From an optimization exercise on the open Yosys and OpenROAD flow, aimed at small area, a short achievable clock period and few clock cycles; shortcuts taken in it are not production practice.
In this exercise RTL edits were held to simulation tests only and were not proved equivalent to the original.
Power is estimated from default activity; no workload was simulated.

### design/flow/constraint.sdc
create_clock -name core_clock -period 8.0 [get_ports {clk}]
set_input_delay 1.6000 -clock core_clock [delete_from_list [all_inputs] [get_ports {clk}]]
set_output_delay 1.6000 -clock core_clock [all_outputs]
set_load 0.01 [all_outputs]
### design/flow/run.sh
#!/bin/bash
# synth_recipe.tcl (not shown) runs the flow's synth.tcl, then flattens the netlist and writes it again
# the make line also repeats each setting of config.mk as NAME=value (left out here)
make -C /OpenROAD-flow-scripts/flow DESIGN_CONFIG=/design/flow/config.mk WORK_HOME=/design/flow/orfs CLKGATE_MAP_FILE= SYNTH_SCRIPT=/design/flow/synth_recipe.tcl finish
### design/flow/design.v
package queen_pkg;
    localparam int MAX_BOARD = 16;
    typedef logic [$clog2(MAX_BOARD)-1:0] coord_t;
    typedef logic [MAX_BOARD-1:0] row_mask_t;
    typedef enum logic [2:0] {
        S_IDLE  = 3'd0,
        S_LOAD  = 3'd1,
        S_BUILD = 3'd2,
        S_PLACE = 3'd3,
        S_BACK  = 3'd4,
        S_EMIT  = 3'd5
    } search_state_t;
endpackage
`timescale 1ns/100ps
module queen_input #(
    parameter int BOARD_N = 12
) (
    input  logic                 in_valid,
    input  queen_pkg::coord_t    col,
    input  logic                 idle,
    input  logic                 accepting,
    output logic                 first_beat,
    output logic [BOARD_N-1:0]   col_we
);
    logic wr_en;
    assign wr_en      = in_valid && accepting;
    assign first_beat = in_valid && idle;
    always_comb begin
        for (int c = 0; c < BOARD_N; c++) begin
            col_we[c] = wr_en && (col == queen_pkg::coord_t'(c));
        end
    end
endmodule
`timescale 1ns/100ps
module queen_attack #(
    parameter int BOARD_N = 12,
    parameter int DW      = 2 * BOARD_N - 1,
    parameter int KILL_D  = 3               
) (
    input  logic [BOARD_N-1:0]   rq,
    input  logic [DW-1:0]        pq,
    input  logic [DW-1:0]        qq,
    input  logic [BOARD_N-1:0]   chk,          
    input  queen_pkg::coord_t    start_q,
    output logic [BOARD_N-1:0]   cand,         
    output logic                 dead          
);
    logic [BOARD_N-1:0] fr [BOARD_N];    
    logic [BOARD_N-1:0] kill;            
    always_comb begin
        for (int d = 0; d < BOARD_N; d++) begin
            for (int r = 0; r < BOARD_N; r++) begin
                fr[d][r] = !(rq[r] || pq[(r - d + DW) % DW] || qq[(r + d) % DW]);
            end
        end
    end
    always_comb begin
        dead = 1'b0;
        for (int d = 1; d < BOARD_N; d++) begin
            if (chk[d] && !(|fr[d])) begin
                dead = 1'b1;
            end
        end
    end
    always_comb begin
        logic [BOARD_N-1:0] left;
        kill = '0;
        for (int r = 0; r < BOARD_N; r++) begin
            for (int d = 1; d <= KILL_D; d++) begin
                left = fr[d];
                left[r] = 1'b0;
                if (r - d >= 0)      left[r - d] = 1'b0;
                if (r + d < BOARD_N) left[r + d] = 1'b0;
                if (chk[d] && !(|left)) begin
                    kill[r] = 1'b1;
                end
            end
        end
    end
    always_comb begin
        for (int r = 0; r < BOARD_N; r++) begin
            cand[r] = fr[0][r] && !kill[r] && (queen_pkg::coord_t'(r) >= start_q);
        end
    end
endmodule
`timescale 1ns/100ps
module queen_search #(
    parameter int BOARD_N = 12,
    parameter int DW      = 2 * BOARD_N - 1
) (
    input  logic                     clk,
    input  logic                     rst_n,
    input  logic                     in_valid,
    input  queen_pkg::coord_t        row,
    input  queen_pkg::coord_t        col,
    input  logic                     first_beat,
    input  logic [BOARD_N-1:0]       col_we,
    input  logic [BOARD_N-1:0]       cand,
    input  logic                     dead,
    output logic                     idle,
    output logic                     accepting,
    output logic [BOARD_N-1:0]       rq,
    output logic [DW-1:0]            pq,
    output logic [DW-1:0]            qq,
    output logic [BOARD_N-1:0]       chk,
    output queen_pkg::coord_t        start_q,
    output logic                     busy_d,
    output logic                     emit_d,
    output logic                     nosol_d,
    output queen_pkg::coord_t        next_row
);
    queen_pkg::search_state_t state_q;
    queen_pkg::search_state_t state_d;
    queen_pkg::coord_t        rw_q [BOARD_N];
    logic [BOARD_N-1:0]       fx_q;
    logic [BOARD_N-1:0]       vr_q;
    logic                     searching;
    logic                     emit;
    logic                     cur_fixed;
    logic [BOARD_N-1:0]       pick_oh;
    queen_pkg::coord_t        pick_row;
    logic                     fail;
    logic                     fwd;
    logic                     back;
    logic                     build_step;
    logic                     place;
    queen_pkg::coord_t        prev_row;
    logic [BOARD_N-1:0]       prev_oh;
    logic                     prev_fixed;
    logic                     conflict;
    logic                     last_col;
    logic                     first_col;
    logic [DW-1:0]            pq_back;
    logic [DW-1:0]            qq_back;
    logic [DW-1:0]            prev_oh_w;
    logic [DW-1:0]            add_w;
    logic                     beat;
    logic                     burst_end;
    logic                     placing;
    logic                     dirty_q;
    logic                     conf_q;
    logic [BOARD_N-1:0]       in_oh;
    logic [DW-1:0]            in_p_oh;
    logic [DW-1:0]            in_q_oh;
    logic [4:0]               in_p_idx;
    logic [4:0]               in_q_idx;
    logic                     in_hit;
    logic                     in_dup;
    logic                     set_b;
    logic                     clr_b;
    assign idle      = (state_q == queen_pkg::S_IDLE);
    assign accepting = idle || (state_q == queen_pkg::S_LOAD);
    assign emit      = (state_q == queen_pkg::S_EMIT);
    assign beat      = accepting && in_valid;
    assign burst_end = (state_q == queen_pkg::S_LOAD) && !in_valid;
    assign placing   = (state_q == queen_pkg::S_PLACE) || (burst_end && !dirty_q && !conf_q);
    assign searching = placing || (state_q == queen_pkg::S_BACK);
    assign cur_fixed = fx_q[0];
    assign last_col  = !vr_q[1];
    assign first_col = vr_q[BOARD_N - 1];
    assign chk       = vr_q & ~fx_q;
    always_comb begin
        pick_oh  = '0;
        pick_row = '0;
        for (int r = BOARD_N - 1; r >= 0; r--) begin
            if (cand[r]) begin
                pick_oh     = '0;
                pick_oh[r]  = 1'b1;
                pick_row    = queen_pkg::coord_t'(r);
            end
        end
    end
    assign fail       = (state_q == queen_pkg::S_BACK) || dead || (!cur_fixed && !(|cand));
    assign fwd        = placing && !fail;
    assign place      = fwd && !cur_fixed;
    assign build_step = (state_q == queen_pkg::S_BUILD);
    assign back       = (searching && fail && !first_col) || build_step;
    assign prev_row   = rw_q[BOARD_N - 1];
    assign prev_fixed = fx_q[BOARD_N - 1];
    always_comb begin
        prev_oh = '0;
        for (int r = 0; r < BOARD_N; r++) begin
            prev_oh[r] = (prev_row == queen_pkg::coord_t'(r));
        end
    end
    assign prev_oh_w = DW'(prev_oh);
    assign add_w     = place ? DW'(pick_oh) : '0;
    assign pq_back  = {pq[0], pq[DW-1:1]};
    assign qq_back  = {qq[DW-2:0], qq[DW-1]};
    assign conflict = prev_fixed && (|(prev_oh & (rq | pq_back[BOARD_N-1:0] | qq_back[BOARD_N-1:0])));
    always_comb begin
        for (int r = 0; r < BOARD_N; r++) begin
            in_oh[r] = (row == queen_pkg::coord_t'(r));
        end
    end
    assign in_p_idx = (row >= col) ? 5'(row - col) : 5'(5'(row) + 5'(DW) - 5'(col));
    assign in_q_idx = 5'(row) + 5'(col);
    always_comb begin
        for (int m = 0; m < DW; m++) begin
            in_p_oh[m] = (in_p_idx == 5'(m));
            in_q_oh[m] = (in_q_idx == 5'(m));
        end
    end
    assign in_hit = !first_beat && (|(in_oh & rq) || |(in_p_oh & pq) || |(in_q_oh & qq));
    assign in_dup = !first_beat && (|(col_we & fx_q));
    always_ff @(posedge clk) begin
        if (beat) begin
            conf_q  <= (conf_q && !first_beat) || in_hit;
            dirty_q <= (dirty_q && !first_beat) || in_dup;
        end
    end
    always_comb begin
        state_d = state_q;
        nosol_d = 1'b0;
        case (state_q)
            queen_pkg::S_IDLE: begin
                if (in_valid) begin
                    state_d = queen_pkg::S_LOAD;
                end
            end
            queen_pkg::S_LOAD: begin
                if (!in_valid) begin
                    if (dirty_q) begin
                        state_d = queen_pkg::S_BUILD;
                    end else if (conf_q) begin
                        state_d = queen_pkg::S_IDLE;
                        nosol_d = 1'b1;
                    end else if (fwd) begin
                        state_d = queen_pkg::S_PLACE;
                    end else begin
                        state_d = queen_pkg::S_IDLE;
                        nosol_d = 1'b1;
                    end
                end
            end
            queen_pkg::S_BUILD: begin
                if (conflict) begin
                    state_d = queen_pkg::S_IDLE;
                    nosol_d = 1'b1;
                end else if (vr_q[BOARD_N - 2]) begin
                    state_d = queen_pkg::S_PLACE;
                end
            end
            queen_pkg::S_PLACE, queen_pkg::S_BACK: begin
                if (fwd) begin
                    state_d = last_col ? queen_pkg::S_EMIT : queen_pkg::S_PLACE;
                end else if (first_col) begin
                    state_d = queen_pkg::S_IDLE;
                    nosol_d = 1'b1;
                end else begin
                    state_d = prev_fixed ? queen_pkg::S_BACK : queen_pkg::S_PLACE;
                end
            end
            queen_pkg::S_EMIT: begin
                if (vr_q[BOARD_N - 2]) begin
                    state_d = queen_pkg::S_IDLE;
                end
            end
            default: state_d = queen_pkg::S_IDLE;
        endcase
    end
    assign busy_d   = (state_d != queen_pkg::S_IDLE) || nosol_d;
    assign emit_d   = (state_d == queen_pkg::S_EMIT);
    assign next_row = rw_q[1];
    always_ff @(posedge clk or negedge rst_n) begin
        if (!rst_n) begin
            state_q <= queen_pkg::S_IDLE;
        end else begin
            state_q <= state_d;
        end
    end
    always_ff @(posedge clk) begin
        if (fwd) begin
            start_q <= '0;
        end else if (searching && !prev_fixed) begin
            start_q <= prev_row + queen_pkg::coord_t'(1);
        end else if (build_step || beat) begin
            start_q <= '0;
        end
    end
    always_ff @(posedge clk) begin
        if (beat) begin
            vr_q <= '1;
        end else if (burst_end && dirty_q) begin
            vr_q <= '0;
        end else if (fwd) begin
            vr_q <= {1'b0, vr_q[BOARD_N-1:1]};
        end else begin
            vr_q <= {vr_q[BOARD_N-2:0], 1'b1};
        end
    end
    assign set_b = build_step && prev_fixed;
    assign clr_b = !build_step && !prev_fixed;
    always_ff @(posedge clk) begin
        if (beat) begin
            rq <= (first_beat ? '0 : rq) | in_oh;
            pq <= (first_beat ? '0 : pq) | in_p_oh;
            qq <= (first_beat ? '0 : qq) | in_q_oh;
        end else if (burst_end && dirty_q) begin
            rq <= '0;
            pq <= '0;
            qq <= '0;
        end else if (fwd) begin
            rq <= rq | add_w[BOARD_N-1:0];
            pq <= {pq[DW-2:0] | add_w[DW-2:0], pq[DW-1] | add_w[DW-1]};
            qq <= {qq[0] | add_w[0], qq[DW-1:1] | add_w[DW-1:1]};
        end else begin
            rq <= (rq & ~(clr_b ? prev_oh : '0)) | (set_b ? prev_oh : '0);
            pq <= (pq_back & ~(clr_b ? prev_oh_w : '0)) | (set_b ? prev_oh_w : '0);
            qq <= (qq_back & ~(clr_b ? prev_oh_w : '0)) | (set_b ? prev_oh_w : '0);
        end
    end
    always_ff @(posedge clk) begin
        if (beat) begin
            for (int c = 0; c < BOARD_N; c++) begin
                if (col_we[c]) begin
                    rw_q[c] <= row;
                    fx_q[c] <= 1'b1;
                end else if (first_beat) begin
                    fx_q[c] <= 1'b0;
                end
            end
        end else if (fwd || emit) begin
            for (int c = 0; c < BOARD_N - 1; c++) begin
                rw_q[c] <= rw_q[c + 1];
                fx_q[c] <= fx_q[c + 1];
            end
            rw_q[BOARD_N - 1] <= place ? pick_row : rw_q[0];
            fx_q[BOARD_N - 1] <= fx_q[0];
        end else if (back) begin
            for (int c = 1; c < BOARD_N; c++) begin
                rw_q[c] <= rw_q[c - 1];
                fx_q[c] <= fx_q[c - 1];
            end
            rw_q[0] <= rw_q[BOARD_N - 1];
            fx_q[0] <= fx_q[BOARD_N - 1];
        end
    end
endmodule
`timescale 1ns/100ps
module queen_output (
    input  logic                 clk,
    input  logic                 rst_n,
    input  logic                 busy_d,
    input  logic                 emit_d,
    input  logic                 nosol_d,
    input  queen_pkg::coord_t    next_row,
    output logic                 busy,
    output logic                 out_valid,
    output queen_pkg::coord_t    out,
    output logic                 no_solution
);
    always_ff @(posedge clk or negedge rst_n) begin
        if (!rst_n) begin
            busy        <= 1'b0;
            out_valid   <= 1'b0;
            out         <= '0;
            no_solution <= 1'b0;
        end else begin
            busy        <= busy_d;
            out_valid   <= emit_d;
            out         <= emit_d ? next_row : '0;
            no_solution <= nosol_d;
        end
    end
endmodule
`timescale 1ns/100ps
module queen_top #(
    parameter int BOARD_N = 12
) (
    input  logic   clk,
    input  logic   rst_n,
    input  logic   in_valid,
    input  queen_pkg::coord_t row,
    input  queen_pkg::coord_t col,
    output logic   busy,
    output logic   out_valid,
    output queen_pkg::coord_t out,
    output logic   no_solution
);
    localparam int DW = 2 * BOARD_N - 1;
    logic                 idle;
    logic                 accepting;
    logic                 first_beat;
    logic [BOARD_N-1:0]   col_we;
    logic [BOARD_N-1:0]   cand;
    logic                 dead;
    logic [BOARD_N-1:0]   rq;
    logic [DW-1:0]        pq;
    logic [DW-1:0]        qq;
    logic [BOARD_N-1:0]   chk;
    queen_pkg::coord_t    start_q;
    logic                 busy_d;
    logic                 emit_d;
    logic                 nosol_d;
    queen_pkg::coord_t    next_row;
    queen_input #(.BOARD_N(BOARD_N)) u_queen_input (
        .in_valid   (in_valid),
        .col        (col),
        .idle       (idle),
        .accepting  (accepting),
        .first_beat (first_beat),
        .col_we     (col_we)
    );
    queen_attack #(.BOARD_N(BOARD_N), .DW(DW)) u_queen_attack (
        .rq      (rq),
        .pq      (pq),
        .qq      (qq),
        .chk     (chk),
        .start_q (start_q),
        .cand    (cand),
        .dead    (dead)
    );
    queen_search #(.BOARD_N(BOARD_N), .DW(DW)) u_queen_search (
        .clk        (clk),
        .rst_n      (rst_n),
        .in_valid   (in_valid),
        .row        (row),
        .col        (col),
        .first_beat (first_beat),
        .col_we     (col_we),
        .cand       (cand),
        .dead       (dead),
        .idle       (idle),
        .accepting  (accepting),
        .rq         (rq),
        .pq         (pq),
        .qq         (qq),
        .chk        (chk),
        .start_q    (start_q),
        .busy_d     (busy_d),
        .emit_d     (emit_d),
        .nosol_d    (nosol_d),
        .next_row   (next_row)
    );
    queen_output u_queen_output (
        .clk         (clk),
        .rst_n       (rst_n),
        .busy_d      (busy_d),
        .emit_d      (emit_d),
        .nosol_d     (nosol_d),
        .next_row    (next_row),
        .busy        (busy),
        .out_valid   (out_valid),
        .out         (out),
        .no_solution (no_solution)
    );
endmodule
### design/flow/config.mk
export PLATFORM = sky130hd
export DESIGN_NAME = queen_top
export DESIGN_NICKNAME = queen_top
export VERILOG_FILES = /design/flow/design.v
export SDC_FILE = /design/flow/constraint.sdc
export NUM_CORES = 4
export LEC_CHECK = 0
export ABC_AREA = 1
export CAP_MARGIN = 20
export CORE_MARGIN = 2
export CORE_UTILIZATION = 40
export SETUP_SLACK_MARGIN = 5
export SLEW_MARGIN = 20
==> run summary <==
* Relative slew margins at 53.93%
* Sw power at 3508 uW
* R2R depth at 13
* M3 GR Usage at 9.878%
* Finished Cell Area at between 15,000 and 20,000 um2
* Worst Path Max Fanout at 5
* Nets at slightly below 2,000
* Vias per inst at 6.267
* Die Ht at 175.0 um
* Design Power at 6571 uW
* DRT Wirelength at 56.86 mm
* Reg-to-Reg Start: u_queen_search.qq[15]
* Pin count of the biggest net entering global routing at 60
* Final Cycle Share at 46.54%
* Post-synthesis cell area at 11,700 um2
* Type of the most critical hold path: flip-flop to flip-flop
* Min-delay src: u_queen_search.qq[19]
* CP arrival at 4030 ps
* Critical path class: primary input to flip-flop
* Maximum vdd drop at 0.0002016 V
* Internal power at 3063 uW
* H-tree Lvls at 4
* Main flop type after synthesis: dfxtp_1
* Yosys cell types at 43
* Residual DRC at 0
* Core Area at approximately 29,000 um2
* Reg power frac at between 20% and 30%
* Starting density of the core at between 40% and 50%
* Clk network pwr share at 13.5%
* Maxcap violations at 0
* Detail Placement HPWL at 37.12 mm
* Antenna diodes at 0
* Hold Crit Depth at 2
* M1 GR Usage at 46.54%
* Vias in the first global route at roughly 13,000
* Gr ovfl total at 0
* DRT iter0 DRCs at 2,206
* Final count of negative-setup-slack endpoints at 0
* Mean area per synthesized cell at 6.274 um2
* Syn nets at 1,898
* Area Overhead vs Synth at 33.58%
* Top Ports at 18
* Highest clock rate at around 0.27 GHz
* Post-synth EDFFs at 62
* Met2 Resource Use GR at 54.13%
* YS warnings at 6
* Setup tns final at 0 ps
* Hold EP: u_queen_search.qq[18]
* Min Tclk post-route at roughly 3700 ps
* Clock sink total at 146
* Die Footprint at around 31,000 um2
* Async SR Flop Fraction at 6.849%
* Sequential fraction of the synthesis area at 30.71%
* FF+latch count, synth at 146
* Switch share at 53.39%
* Final Util at 54.31%
* Cells after Synth at 1,865
* Global-route wire length before repair at 81.94 mm
* FP Rows at 62
* DRT Pass-1 Iters at 11
* Fin. Hold Viols at 0
* Antenna violations before repair at 0
* Die X at ~180 um
* Startpoint types: primary input
* Worst r2r dst: u_queen_search.rw_q[10][1]
* CTS buffer count at 17
* Worst Tran Pin Value at 690.3 ps
* CTS tree: yes
* Layout cells sized above 1 at 27.37%
* RSZ-0062 raised after global routing: yes
* Total number of vias at 14,750
* Placed Area at 12,240 um2
* I/O Buffers at 17
* Clk pin slew, worst setup/hold paths at 70 ps
* Combinational share of power at 62.3%
* Pleak at ~0.0067 uW
* Worst Clk Skew at 9.311 ps
* Routed Antenna Nets at 0
* P per Cell Area at 420.4 nW/um2
* Outcome: complete, no violations
* Reg2reg setup slack at 4880 ps
* Clock latency (worst-skew pair) at 450 ps
* GR peak layer: met2
* CTS root buf: clkbuf_16
* Final Max Slew Viols at 0
* Critical Path End Type: flip-flop
* Max Root-Sink Buffers at 2
* Global placer's final weighted congestion at 1.055
* Total track usage at 35.61%
* Required @ worst endpoint at 8310 ps
* DR WL/cell at approximately 24 um
[metal layers]
metal / wire length, um / part of all wire (%)
met5: 0 / 0
met4: 3494 / 6.1
met1: 21780 / 38
met2: 24480 / 43
met3: 7101 / 12
[worst max-delay path, cell delays in order]
cell and delay, ps:
buf_12 110, inv_12 50, ha_4 130, inv_4 30
fa_1 440, nor2_1 100, nor2_1 50, o21bai_1 170
xor2_1 150, nand2_1 100, nand2_4 150, inv_6 60
nor2_4 190, inv_2 80, nor2_4 90, nand2_1 60
nand2_1 80, nor2_1 50, nand2_1 130, nor2_1 60
a21oi_1 130
[metrics by stage]
| stage | setup WS [ps] | hold slack (ps) | cells |
|---|---|---|---|
| 3_3_place_gp | 2724 | 475.0 | 2185 |
| 2_1_floorplan | 4349 | 449.5 | 1865 |
| 5_1_grt | 4135 | 537.2 | 2353 |
| 3_5_place_dp | 2658 | 490.3 | 2185 |
| 6_report | 4277 | 525.1 | 2353 |
| 4_1_cts | 4384 | 520.7 | 2293 |
[placed cells by master, fill, tap and decap left out, types with 31 or more instances in the layout]
cell type	netlist	layout
a21oi_1	74	63
buf_4	4	101
dfxtp_1	74	40
edfxtp_1	62	62
inv_1	184	142
nand2_1	436	379
nand2_2	6	49
nand3_1	245	212
nand3_2	9	35
nand4_1	37	37
nor2_1	213	139
nor2_2	9	35
nor2_4	5	53
nor3_1	37	31
o21ai_0	132	97
o21ai_1	72	94
o22ai_1	37	31
[layout make-up]
type / count / area (um2)
multi-input cells: 1424 / 8302
repair buffers: 151 / 1518
clock inverters: 15 / 209.0
well taps: 384 / 480.5
clock buffers: 17 / 425.4
repair inverters: 2 / 15.01
inverters: 214 / 997.2
flip-flops and latches: 146 / 3684
fillers: 2783 / 13150
[power groups by stage]
stage,clock network (uW),registers [uW],logic [uW]
after floorplan,0,1350,2200
after global placement,0,1510,2950
after detailed placement,0,1520,2960
after CTS,882,1530,3400
after global routing,911,1600,4320
final,884,1590,4090
[worst max path at each step]
| stage | from | to | slack [ps] | depth (start not counted) |
|---|---|---|---|---|
| final | col[1] | u_queen_search.conf_q | 4280 | 21 |
| after global routing | col[1] | u_queen_search.conf_q | 4130 | 19 |
| after CTS | col[1] | u_queen_search.conf_q | 4380 | 21 |
| after detailed placement | in_valid | u_queen_search.rw_q[10][1] | 2660 | 10 |
| after global placement | in_valid | u_queen_search.rw_q[11][3] | 2720 | 10 |
| after floorplan | col[1] | u_queen_search.conf_q | 4350 | 17 |
[cells by family after synthesis]
kind of cell	after synthesis	synth area share, %
DFF	146	30.71
adders and majority gates	22	2.673
buffers and inverters	305	10.66
xor gates and xnor gates	8	0.5988
AOI/OAI and AO/OA	368	17.09
and+or+nand+nor	1016	38.27
[timing repair]
action                     CTS  global route
pin swaps                   48            65
setup endpoints to repair  207           203
hold buffers                 0             0
gates cloned                10             7
buffers inserted            66            53
gates resized for setup    236           260
[cells in the mapped netlist, types with 6 or more instances]
| master | count | area share (%) |
|---|---|---|
| a21oi_1 | 74 | 3.2 |
| a31oi_1 | 22 | 1.2 |
| buf_1 | 7 | 0.22 |
| buf_2 | 34 | 1.5 |
| buf_6 | 6 | 0.58 |
| clkbuf_1 | 40 | 1.3 |
| dfrtp_1 | 10 | 2.1 |
| dfxtp_1 | 74 | 13 |
| edfxtp_1 | 62 | 16 |
| ha_1 | 17 | 1.8 |
| inv_1 | 184 | 5.9 |
| inv_2 | 25 | 0.80 |
| nand2_1 | 436 | 14 |
| nand2_2 | 6 | 0.32 |
| nand3_1 | 245 | 10 |
| nand3_2 | 9 | 0.77 |
| nand4_1 | 37 | 2.0 |
| nor2_1 | 213 | 6.8 |
| nor2_2 | 9 | 0.48 |
| nor3_1 | 37 | 1.6 |
| nor4_1 | 10 | 0.53 |
| o211ai_1 | 11 | 0.71 |
| o21ai_0 | 132 | 5.6 |
| o21ai_1 | 72 | 3.1 |
| o22ai_1 | 37 | 2.0 |
| o31ai_1 | 8 | 0.51 |
| xor2_1 | 7 | 0.52 |
[sequential cells by signal (all words and copies together) (netlist names)]
| register | count |
|---|---|
| u_queen_search.state_q | 3 |
| u_queen_search.pq | 23 |
| u_queen_search.dirty_q | 1 |
| u_queen_output.out | 4 |
| u_queen_output.busy | 1 |
| u_queen_search.rq | 12 |
| u_queen_search.conf_q | 1 |
| u_queen_search.start_q | 4 |
| u_queen_search.rw_q | 48 |
| u_queen_search.vr_q | 12 |
| u_queen_output.out_valid | 1 |
| u_queen_search.fx_q | 12 |
| u_queen_output.no_solution | 1 |
| u_queen_search.qq | 23 |
Testbench counts, summed over its fixed seeds: cycles 26,812.

## port drivers added, routing unchanged
No port has a modelled driver above. Below, the same layout with a new extraction and two added sets of constraints.
Step 1 (the two cells are an assumption about what drives the block):
set clk [get_ports {clk}]
set_driving_cell -lib_cell sky130_fd_sc_hd__clkbuf_16 $clk
set_driving_cell -lib_cell sky130_fd_sc_hd__buf_2 [delete_from_list [all_inputs] $clk]
Step 2 moves the port delays by t, midway between the first and last clock arrival at a register: inputs arrive t later, outputs are due t later. That takes back most of the time a late clock gives input paths.
a / b / c = no drivers / after step 1 / after step 2; a / b = the first two.
t, ns: 0.496
setup slack, ns: 4.277 / 4.281 / 3.784
worst setup path after step 2: input to register
worst slew at a driven data input, ns: 0.06
After both steps this run still meets setup and hold. The setup slack of this run moves by +0.004 ns with the drivers and by -0.493 ns with both steps.
